Background: an optimization exercise with open tools, aiming at small area and few clock cycles per item. Do not read the settings as production practice.
Only simulation tests tie the RTL to the original design; equivalence was not proved.
Power figures rest on the tool's default switching activity, not on a simulated workload.

// source_code_lexer_unit
module source_code_lexer_unit (
  input  logic        clk,
  input  logic        rst_n,
  input  logic        in_tvalid,
  output logic        in_tready,
  input  logic [7:0]  in_tdata,    
  input  logic        in_tlast,    
  output logic        out_tvalid,
  input  logic        out_tready,
  output logic [55:0] out_tdata,   
  output logic        out_tlast    
);
export LEC_CHECK = 0
export ABC_AREA = 1
export CAP_MARGIN = 20
export CORE_MARGIN = 2
export CORE_UTILIZATION = 50
export SLEW_MARGIN = 20
create_clock -name core_clock -period 10.0 [get_ports {clk}]
standard.sh (not shown) runs the stock make flow with config.mk's settings and CLKGATE_MAP_FILE= SYNTH_SCRIPT=/design/flow/synth_recipe.tcl, a recipe that flattens the netlist after the stock synthesis.
==> flow/flow/run.sh <==
#!/bin/bash
# The standard layout (standard.sh), with two changes:
#  - synthesis maps the logic with flow/abc_area.script (ABC_AREA is 1 in config.mk), an
#    area-oriented ABC script built on &deepsyn, instead of ORFS's own abc_area.script;
#    everything else in synthesis (registers, flattening, renaming) is the standard one.
#  - the port buffers use sky130_fd_sc_hd__buf_1 instead of the resizer's default choice.
# Each tool's full output stays in the ORFS logs under orfs/logs; standard.sh's own output
# goes to standard.log.
set -euo pipefail
here=$(pwd)
rm -rf "$here/orfs_scripts"
cp -r "$FLOW_HOME/scripts" "$here/orfs_scripts"
cp "$here/flow/abc_area.script" "$here/orfs_scripts/abc_area.script"
export SCRIPTS_DIR="$here/orfs_scripts"
export BUFFER_PORTS_ARGS="-buffer_cell sky130_fd_sc_hd__buf_1"
bash standard.sh > standard.log 2>&1
==> flow/flow/abc_area.script <==
strash
&get -n
&deepsyn -T 240
&put
strash
&get -n
&nf -R 1000
&put
topo
stime -c
Testbench counts at the start, summed over its fixed seeds: cycles 34,367, bytes 33,802.
Then changed:
--- a/flow/flow/run.sh
+++ b/flow/flow/run.sh
@@ -6,2 +6,3 @@
 #  - the port buffers use sky130_fd_sc_hd__buf_1 instead of the resizer's default choice.
+#  - clock tree synthesis adds no dummy load cells (-dont_use_dummy_load).
 # Each tool's full output stays in the ORFS logs under orfs/logs; standard.sh's own output
@@ -15,2 +16,3 @@
 export BUFFER_PORTS_ARGS="-buffer_cell sky130_fd_sc_hd__buf_1"
+export CTS_ARGS="-sink_clustering_enable -repair_clock_nets -dont_use_dummy_load"
 bash standard.sh > standard.log 2>&1
Settings changed: CORE_UTILIZATION 50 to 60.
After rerunning: Critical path depth stays the same; routed wire length came out lower by a few percent; cell count came out lower by a few percent.
Then changed:
==> flow/flow/run.sh (replaced) <==
#!/bin/bash
# The standard layout, except that the port buffers use the smallest buffer cell
# (sky130_fd_sc_hd__buf_1) instead of the one the resizer picks by default.
set -e
export BUFFER_PORTS_ARGS="-buffer_cell sky130_fd_sc_hd__buf_1"
bash standard.sh > standard.log 2>&1
Settings changed: ABC_AREA 1 to unset, CORE_UTILIZATION 60 to 50.
removed: flow/flow/abc_area.script
- clock-buffer cell count grows by 3
- combinational power increases by about 60%
- core utilization is lower by 13 points
- global-route usage came out lower by 2.7 points
- non-clock buffer count does not change
- synthesized cell count climbs by about 40%
- synthesized area grows by 37%
Then changed:
==> flow/flow/run.sh (replaced) <==
#!/bin/bash
# The standard layout (standard.sh), with these changes:
#  - synthesis maps the logic with flow/abc_area.script (ABC_AREA is 1 in config.mk), an
#    area-oriented ABC script built on &deepsyn, instead of ORFS's own abc_area.script;
#    everything else in synthesis (registers, flattening, renaming) is the standard one.
#  - the port buffers use sky130_fd_sc_hd__buf_1 instead of the resizer's default choice.
#  - clock tree synthesis adds no dummy load cells (-dont_use_dummy_load).
# Each tool's full output stays in the ORFS logs under orfs/logs; standard.sh's own output
# goes to standard.log.
set -euo pipefail
here=$(pwd)
rm -rf "$here/orfs_scripts"
cp -r "$FLOW_HOME/scripts" "$here/orfs_scripts"
cp "$here/flow/abc_area.script" "$here/orfs_scripts/abc_area.script"
export SCRIPTS_DIR="$here/orfs_scripts"
export BUFFER_PORTS_ARGS="-buffer_cell sky130_fd_sc_hd__buf_1"
export CTS_ARGS="-sink_clustering_enable -repair_clock_nets -dont_use_dummy_load -root_buf sky130_fd_sc_hd__clkbuf_8 -buf_list sky130_fd_sc_hd__clkbuf_4 -sink_clustering_size 10 -sink_clustering_max_diameter 40"
bash standard.sh > standard.log 2>&1
==> flow/flow/abc_area.script (new file) <==
strash
&get -n
&deepsyn -T 60
&put
strash
&get -n
&nf -R 1000
&put
topo
stime -c
Settings changed: ABC_AREA set to 1, CORE_UTILIZATION 50 to 70.
What happened: The changed run finished clean. Register-to-register slack degrades by 2.0 ns. Die area shrinks by about 47%. Setup slack degrades by 0.44 ns. Cell area shrinks by 25%. Critical path depth rises by 12. Non-clock buffer count decreases by 1. Wire length went down by about 32%. Total power goes down by 28%. Synthesized area went down by 28%. Global-route usage went up by 9.8 points. Final cell count goes down by 25%.
Then changed:
==> flow/run.sh (new file) <==
#!/bin/bash
# synth_recipe.tcl (not shown) runs the flow's synth.tcl, then flattens the netlist and writes it again
# the make line also repeats each setting of config.mk as NAME=value (left out here)
make -C /OpenROAD-flow-scripts/flow DESIGN_CONFIG=/design/flow/config.mk WORK_HOME=/design/flow/orfs CLKGATE_MAP_FILE= SYNTH_SCRIPT=/design/flow/synth_recipe.tcl finish
Settings changed: ABC_AREA 1 to unset, CORE_UTILIZATION 70 to 65.
removed: flow/flow/run.sh
removed: flow/flow/abc_area.script
removed: flow/standard.sh
Synthesized cell count rose by well over a third; power rose by about a fifth; via count rose by a quarter to a third; worst hold slack degrades by 0.013 ns.

* * *

source_code_lexer_unit, a different RTL version from the one above (not shown whole).
For scale: about 660 cells after synthesis, ~69 flip-flops, ~72 I/O pins.
==> flow/config.mk <==
export PLATFORM = sky130hd
export DESIGN_NAME = source_code_lexer_unit
export DESIGN_NICKNAME = source_code_lexer_unit
export VERILOG_FILES = /design/flow/design.v
export SDC_FILE = /design/flow/constraint.sdc
export NUM_CORES = 4
export LEC_CHECK = 0
export ABC_AREA = 1
export CAP_MARGIN = 20
export CORE_MARGIN = 2
export CORE_UTILIZATION = 70
export GPL_TIMING_DRIVEN = 0
export SLEW_MARGIN = 20
==> flow/constraint.sdc <==
create_clock -name core_clock -period 10.0 [get_ports {clk}]
set_input_delay 2.0000 -clock core_clock [delete_from_list [all_inputs] [get_ports {clk}]]
set_output_delay 2.0000 -clock core_clock [all_outputs]
set_load 0.01 [all_outputs]
==> flow/flow/run.sh <==
#!/bin/bash
# The standard layout (standard.sh), with these changes:
#  - synthesis maps the logic with flow/abc_area.script (ABC_AREA is 1 in config.mk), an
#    area-oriented ABC script built on &deepsyn, instead of ORFS's own abc_area.script;
#    everything else in synthesis (registers, flattening, renaming) is the standard one.
#  - the port buffers use sky130_fd_sc_hd__buf_1 instead of the resizer's default choice.
#  - clock tree synthesis adds no dummy load cells (-dont_use_dummy_load).
# Each tool's full output stays in the ORFS logs under orfs/logs; standard.sh's own output
# goes to standard.log.
set -euo pipefail
here=$(pwd)
rm -rf "$here/orfs_scripts"
cp -r "$FLOW_HOME/scripts" "$here/orfs_scripts"
cp "$here/flow/abc_area.script" "$here/orfs_scripts/abc_area.script"
export SCRIPTS_DIR="$here/orfs_scripts"
export BUFFER_PORTS_ARGS="-buffer_cell sky130_fd_sc_hd__buf_1"
export CTS_ARGS="-sink_clustering_enable -repair_clock_nets -dont_use_dummy_load"
bash standard.sh > standard.log 2>&1
==> flow/flow/abc_area.script <==
strash
&get -n
&deepsyn -T 240
&put
strash
&get -n
&nf -R 1000
&put
topo
stime -c
Testbench counts at the start, summed over its fixed seeds: cycles 34,367, bytes 33,802.
Change:
- GPL_TIMING_DRIVEN: 0 -> unset
After rerunning:
- total power decreases by 1.1%
- synthesized cell count does not change
- wire length decreases by 3.7%
- synthesized area is unchanged
- register-to-register slack gains 0.05 ns
- global-route usage decreases by 1.6 points
- core utilization decreases by 1.5 points
- die area stays the same
- clock-buffer cell count does not change
- sequential cell count does not change
- cell area decreases by 1.8%

[re-timing with driven ports]
The flow's constraints put no driver on any port. The routed layouts listed below were extracted and timed again, unchanged, in two steps.
Step 1 (the two cells are an assumption about what drives the block):
set clk [get_ports {clk}]
set_driving_cell -lib_cell sky130_fd_sc_hd__clkbuf_16 $clk
set_driving_cell -lib_cell sky130_fd_sc_hd__buf_2 [delete_from_list [all_inputs] $clk]
Step 2 adds t to the input delays and takes it off the output delays; t is the mean of the earliest and latest rising clock arrival at the registers after step 1. Input paths then give back, and output paths get back, about the clock's delay inside the block.
Three values: ideal, step 1, step 2; two values: the first two.
| run | t (ns) | slack for setup (ns) | slew at the worst register clock pin (ns) | worst data-port slew with drivers (ns) |
|---|---|---|---|---|
| the first run of note 1 | 0.416 | 1.032 / 0.997 / 1.414 | 0.11 / 0.11 | 0.03 |
| the second run of note 1 | 0.361 | 1.171 / 1.138 / 1.499 | 0.08 / 0.08 | 0.04 |
| the third run of note 1 | 0.388 | 1.795 / 1.752 / 2.139 | 0.07 / 0.07 | 0.03 |
| the fourth run of note 1 | 0.381 | 1.351 / 1.314 / 1.695 | 0.09 / 0.09 | 0.04 |
| the fifth run of note 1 | 0.400 | 1.388 / 1.351 / 1.751 | 0.09 / 0.09 | 0.04 |
| the first run of note 2 | 0.375 | 0.389 / 0.354 / 0.729 | 0.08 / 0.08 | 0.04 |
| the second run of note 2 | 0.373 | 0.357 / 0.327 / 0.701 | 0.08 / 0.08 | 0.04 |
After both steps setup and hold are still met in every run listed.
